What follows belongs to an exercise in optimizing a design on an open flow for small area; a production flow would make more cautious choices.
In this exercise RTL edits were held to simulation tests only and were not proved equivalent to the original.
No activity file was given, so power comes from the tool's default toggle rates. The flow treats the clock pin as an ideal source, which a real chip does not have.

Setup of oak:
==> module load_input_buffer, before the edit <==
module load_input_buffer #(
  parameter int IN_W       = 8,
  parameter int IMG_BITS   = 784,
  parameter int RD_W       = 1,
  parameter int DOUBLE_BUF = 1,
  localparam int WORDS     = IMG_BITS / IN_W,
  localparam int RDEPTH    = IMG_BITS / RD_W,
  localparam int RA_W      = (RDEPTH > 1) ? $clog2(RDEPTH) : 1,
  localparam int WC_W      = (WORDS > 1) ? $clog2(WORDS) : 1
) (
  input  logic            clk,
  input  logic            rst,
  input  logic            trigger,
  input  logic [IN_W-1:0] data,
  input  logic [RA_W-1:0] addr,
  output logic [RD_W-1:0] q,
  output logic            ready,
  input  logic            release_i,
  output logic            loading,
  output logic            drop,
  output logic [WC_W-1:0] wr_cnt
);
  localparam int WB = IMG_BITS - IN_W;             
  localparam logic [WC_W-1:0] LAST_CNT = WC_W'(WORDS - 1);
  logic [WB-1:0]       w_q;        
  logic [IN_W-1:0]     l_q;        
  logic [IMG_BITS-1:0] r_q;        
  logic                r_full_q;   
  logic                w_full_q;   
  logic [WC_W-1:0]     cnt_q;
  logic                drop_q;
  logic [RD_W-1:0]     q_q;
  logic wr_ok, last, rel, shift, done, to_r, to_l, ld_r;
  assign wr_ok = trigger & ~w_full_q;
  assign last  = (cnt_q == LAST_CNT);
  assign rel   = release_i & r_full_q;
  assign shift = wr_ok & ~last;
  assign done  = wr_ok & last;
  assign to_r  = done & (~r_full_q | rel);
  assign to_l  = done & r_full_q & ~rel;
  assign ld_r  = to_r | (rel & w_full_q);
  always_ff @(posedge clk) begin
    if (rst) begin
      cnt_q    <= '0;
      r_full_q <= 1'b0;
      w_full_q <= 1'b0;
      drop_q   <= 1'b0;
    end else begin
      if (done)       cnt_q <= '0;
      else if (shift) cnt_q <= cnt_q + 1'b1;
      r_full_q <= ld_r | (r_full_q & ~rel);
      w_full_q <= to_l | (w_full_q & ~rel);
      drop_q   <= trigger & w_full_q;
    end
  end
  logic p_q;
  logic [IN_W-1:0] dx;
  assign dx = data ^ {IN_W{p_q}};
  always_ff @(posedge clk) begin
    if (rst) p_q <= 1'b0;
    else     p_q <= ~p_q;
  end
  logic shift_n, to_l_n, ld_r_n;
  assign shift_n = ~shift;
  assign to_l_n  = ~to_l;
  assign ld_r_n  = ~ld_r;
  logic [WB-1:0]       w_d;
  logic [IN_W-1:0]     l_d;
  logic [IMG_BITS-1:0] r_d;
  logic [WB-1:0]       r_src;
  logic [WB-1:0]       w_src;
  assign w_src = {dx, w_q[WB-1:IN_W]};
  assign r_src = w_q;
  for (genvar i = 0; i < WB; i++) begin : g_w
    lib_oai22 u_m (.a1(shift), .a2(w_q[i]), .b1(shift_n), .b2(w_src[i]), .y(w_d[i]));
  end
  for (genvar i = 0; i < IN_W; i++) begin : g_l
    lib_oai22 u_m (.a1(to_l), .a2(l_q[i]), .b1(to_l_n), .b2(dx[i]), .y(l_d[i]));
  end
  for (genvar i = 0; i < WB; i++) begin : g_r
    lib_oai22 u_m (.a1(ld_r), .a2(r_q[i]), .b1(ld_r_n), .b2(r_src[i]), .y(r_d[i]));
  end
  logic ld_l;
  assign ld_l = rel & w_full_q;
  for (genvar i = WB; i < IMG_BITS; i++) begin : g_rt
    lib_aoi222 u_m (.a1(ld_r_n), .a2(r_q[i]), .b1(ld_l), .b2(l_q[i-WB]), .c1(to_r), .c2(dx[i-WB]), .y(r_d[i]));
  end
  always_ff @(posedge clk) begin
    w_q <= w_d;
    l_q <= l_d;
    r_q <= r_d;
  end
  localparam int NCOL = 32;
  localparam int NROW = (IMG_BITS + NCOL - 1) / NCOL;    
  logic [NCOL-1:0] col_n;
  logic [NROW-1:0] row_n, term;
  logic            valid, rd_inv;
  for (genvar c = 0; c < NCOL; c++) begin : g_col
    assign col_n[c] = ~(addr[4:0] == 5'(c));
  end
  for (genvar r = 0; r < NROW; r++) begin : g_row
    assign row_n[r] = ~(addr[RA_W-1:5] == (RA_W-5)'(r));
  end
  for (genvar r = 0; r < NROW; r++) begin : g_rd
    localparam int NB = (IMG_BITS - r*NCOL < NCOL) ? IMG_BITS - r*NCOL : NCOL;   
    if (NB == NCOL) begin : g_f
      lib_rd_row #(.N(NCOL)) u_r (.col_n(col_n), .bits(r_q[r*NCOL +: NCOL]), .row_n(row_n[r]), .y(term[r]));
    end else begin : g_h
      lib_rd_row #(.N(NB)) u_r (.col_n(col_n[NB-1:0]), .bits(r_q[r*NCOL +: NB]), .row_n(row_n[r]), .y(term[r]));
    end
  end
  assign valid  = (addr < RA_W'(RDEPTH));
  assign rd_inv = |term;
  always_ff @(posedge clk) begin
    if (rst) q_q <= '0;
    else     q_q <= valid & ~(rd_inv ^ p_q);
  end
  assign q       = q_q;
  assign ready   = r_full_q;
  assign drop    = drop_q;
  assign wr_cnt  = cnt_q;
  assign loading = (cnt_q != '0);
endmodule
==> module lib_aoi222, before the edit <==
module lib_aoi222 (
  input  logic a1,
  input  logic a2,
  input  logic b1,
  input  logic b2,
  input  logic c1,
  input  logic c2,
  output logic y
);
  assign y = ~((a1 & a2) | (b1 & b2) | (c1 & c2));
endmodule
==> flow/config.mk <==
export PLATFORM = sky130hd
export DESIGN_NAME = load_input_buffer
export DESIGN_NICKNAME = load_input_buffer
export VERILOG_FILES = /design/flow/design.v
export SDC_FILE = /design/flow/constraint.sdc
export NUM_CORES = 4
export LEC_CHECK = 0
export CAP_MARGIN = 0
export CORE_MARGIN = 2
export CORE_UTILIZATION = 60
export CTS_BUF_LIST = sky130_fd_sc_hd__clkbuf_16
export CTS_CLUSTER_DIAMETER = 80
export CTS_CLUSTER_SIZE = 30
export SLEW_MARGIN = 0
export SYNTH_HIERARCHICAL = 1
export SYNTH_MINIMUM_KEEP_SIZE = 0
==> flow/constraint.sdc <==
create_clock -name core_clock -period 6.0 [get_ports {clk}]
set_input_delay 1.2000 -clock core_clock [delete_from_list [all_inputs] [get_ports {clk}]]
set_output_delay 1.2000 -clock core_clock [all_outputs]
set_load 0.01 [all_outputs]
standard.sh (not shown) runs the stock make flow with config.mk's settings and CLKGATE_MAP_FILE= SYNTH_SCRIPT=/design/flow/synth_recipe.tcl, a recipe that flattens the netlist after the stock synthesis.
==> flow/flow/run.sh <==
#!/bin/bash
set -euo pipefail
export CTS_ARGS="-sink_clustering_enable -repair_clock_nets -dont_use_dummy_load -buf_list sky130_fd_sc_hd__clkbuf_16 -sink_clustering_size 30 -sink_clustering_max_diameter 80"
export BUFFER_PORTS_ARGS="-buffer_cell sky130_fd_sc_hd__buf_1"
bash standard.sh > standard.log 2>&1
Inputs modified between oak and pine:
--- a/flow/design.v
+++ b/flow/design.v
@@ -67,9 +67,8 @@
   logic [WB-1:0]       w_d;
   logic [IN_W-1:0]     l_d;
-  logic [IMG_BITS-1:0] r_d;
-  logic [WB-1:0]       r_src;
+  logic [IMG_BITS-1:0] r_d, r_src;
   logic [WB-1:0]       w_src;
   assign w_src = {dx, w_q[WB-1:IN_W]};
-  assign r_src = w_q;
+  assign r_src = {(w_full_q ? l_q : dx), w_q};
   for (genvar i = 0; i < WB; i++) begin : g_w
     lib_oai22 u_m (.a1(shift), .a2(w_q[i]), .b1(shift_n), .b2(w_src[i]), .y(w_d[i]));
@@ -78,11 +77,6 @@
     lib_oai22 u_m (.a1(to_l), .a2(l_q[i]), .b1(to_l_n), .b2(dx[i]), .y(l_d[i]));
   end
-  for (genvar i = 0; i < WB; i++) begin : g_r
+  for (genvar i = 0; i < IMG_BITS; i++) begin : g_r
     lib_oai22 u_m (.a1(ld_r), .a2(r_q[i]), .b1(ld_r_n), .b2(r_src[i]), .y(r_d[i]));
-  end
-  logic ld_l;
-  assign ld_l = rel & w_full_q;
-  for (genvar i = WB; i < IMG_BITS; i++) begin : g_rt
-    lib_aoi222 u_m (.a1(ld_r_n), .a2(r_q[i]), .b1(ld_l), .b2(l_q[i-WB]), .c1(to_r), .c2(dx[i-WB]), .y(r_d[i]));
   end
   always_ff @(posedge clk) begin
@@ -141,13 +135,2 @@
   assign y = ~row_n & |(~col_n & ~bits);
 endmodule
-module lib_aoi222 (
-  input  logic a1,
-  input  logic a2,
-  input  logic b1,
-  input  logic b2,
-  input  logic c1,
-  input  logic c2,
-  output logic y
-);
-  assign y = ~((a1 & a2) | (b1 & b2) | (c1 & c2));
-endmodule
Findings:
- Register area share after synthesis: pine vs oak — no meaningful difference
- | design area | oak vs pine | ≈ equal |
- Summary of pine over oak: core utilization lower; fraction of power consumed by combinational cells lower.
- Comparing pine and oak, the lower share of power burned in the clock network was measured on oak.
- Going from oak to pine, worst setup slack before clock tree synthesis fell by 210 ps, via count has increased, sequential share of layout area held steady.
- Compared with oak, pine has less setup slack.
- Changes observed in pine relative to oak: maximum number of pins on one net before global-route repair moved down; wire length saw an increase; post-layout instance count excluding filler cells essentially unchanged.
- pine and oak ended up with roughly the same final sequential cell count.
- Final hold slack, pine and oak, lower one = oak.

separate check: timing with driven ports:
No port has a modelled driver above. Below, the same layouts with a new extraction and two added sets of constraints. Step 1 (the two cells are an assumption about what drives the block):
set clk [get_ports {clk}]
set_driving_cell -lib_cell sky130_fd_sc_hd__clkbuf_16 $clk
set_driving_cell -lib_cell sky130_fd_sc_hd__buf_2 [delete_from_list [all_inputs] $clk]
Step 2 adds t to the input delays and takes it off the output delays; t is the mean of the earliest and latest rising clock arrival at the registers after step 1. Input paths then give back, and output paths get back, about the clock's delay inside the block. a / b / c = ideal ports / drivers / drivers and shift; a / b = the first two.
run | t (ns) | setup slack, ns | worst setup path at the end
oak | 0.734 | 1.454 / 1.468 / 0.735 | input to register
pine | 0.729 | 1.129 / 1.141 / 0.412 | input to register
After both steps setup and hold are still met in every run listed. The setup slack of oak, which loses most, moves by +0.014 ns with the drivers and by -0.719 ns with both steps.
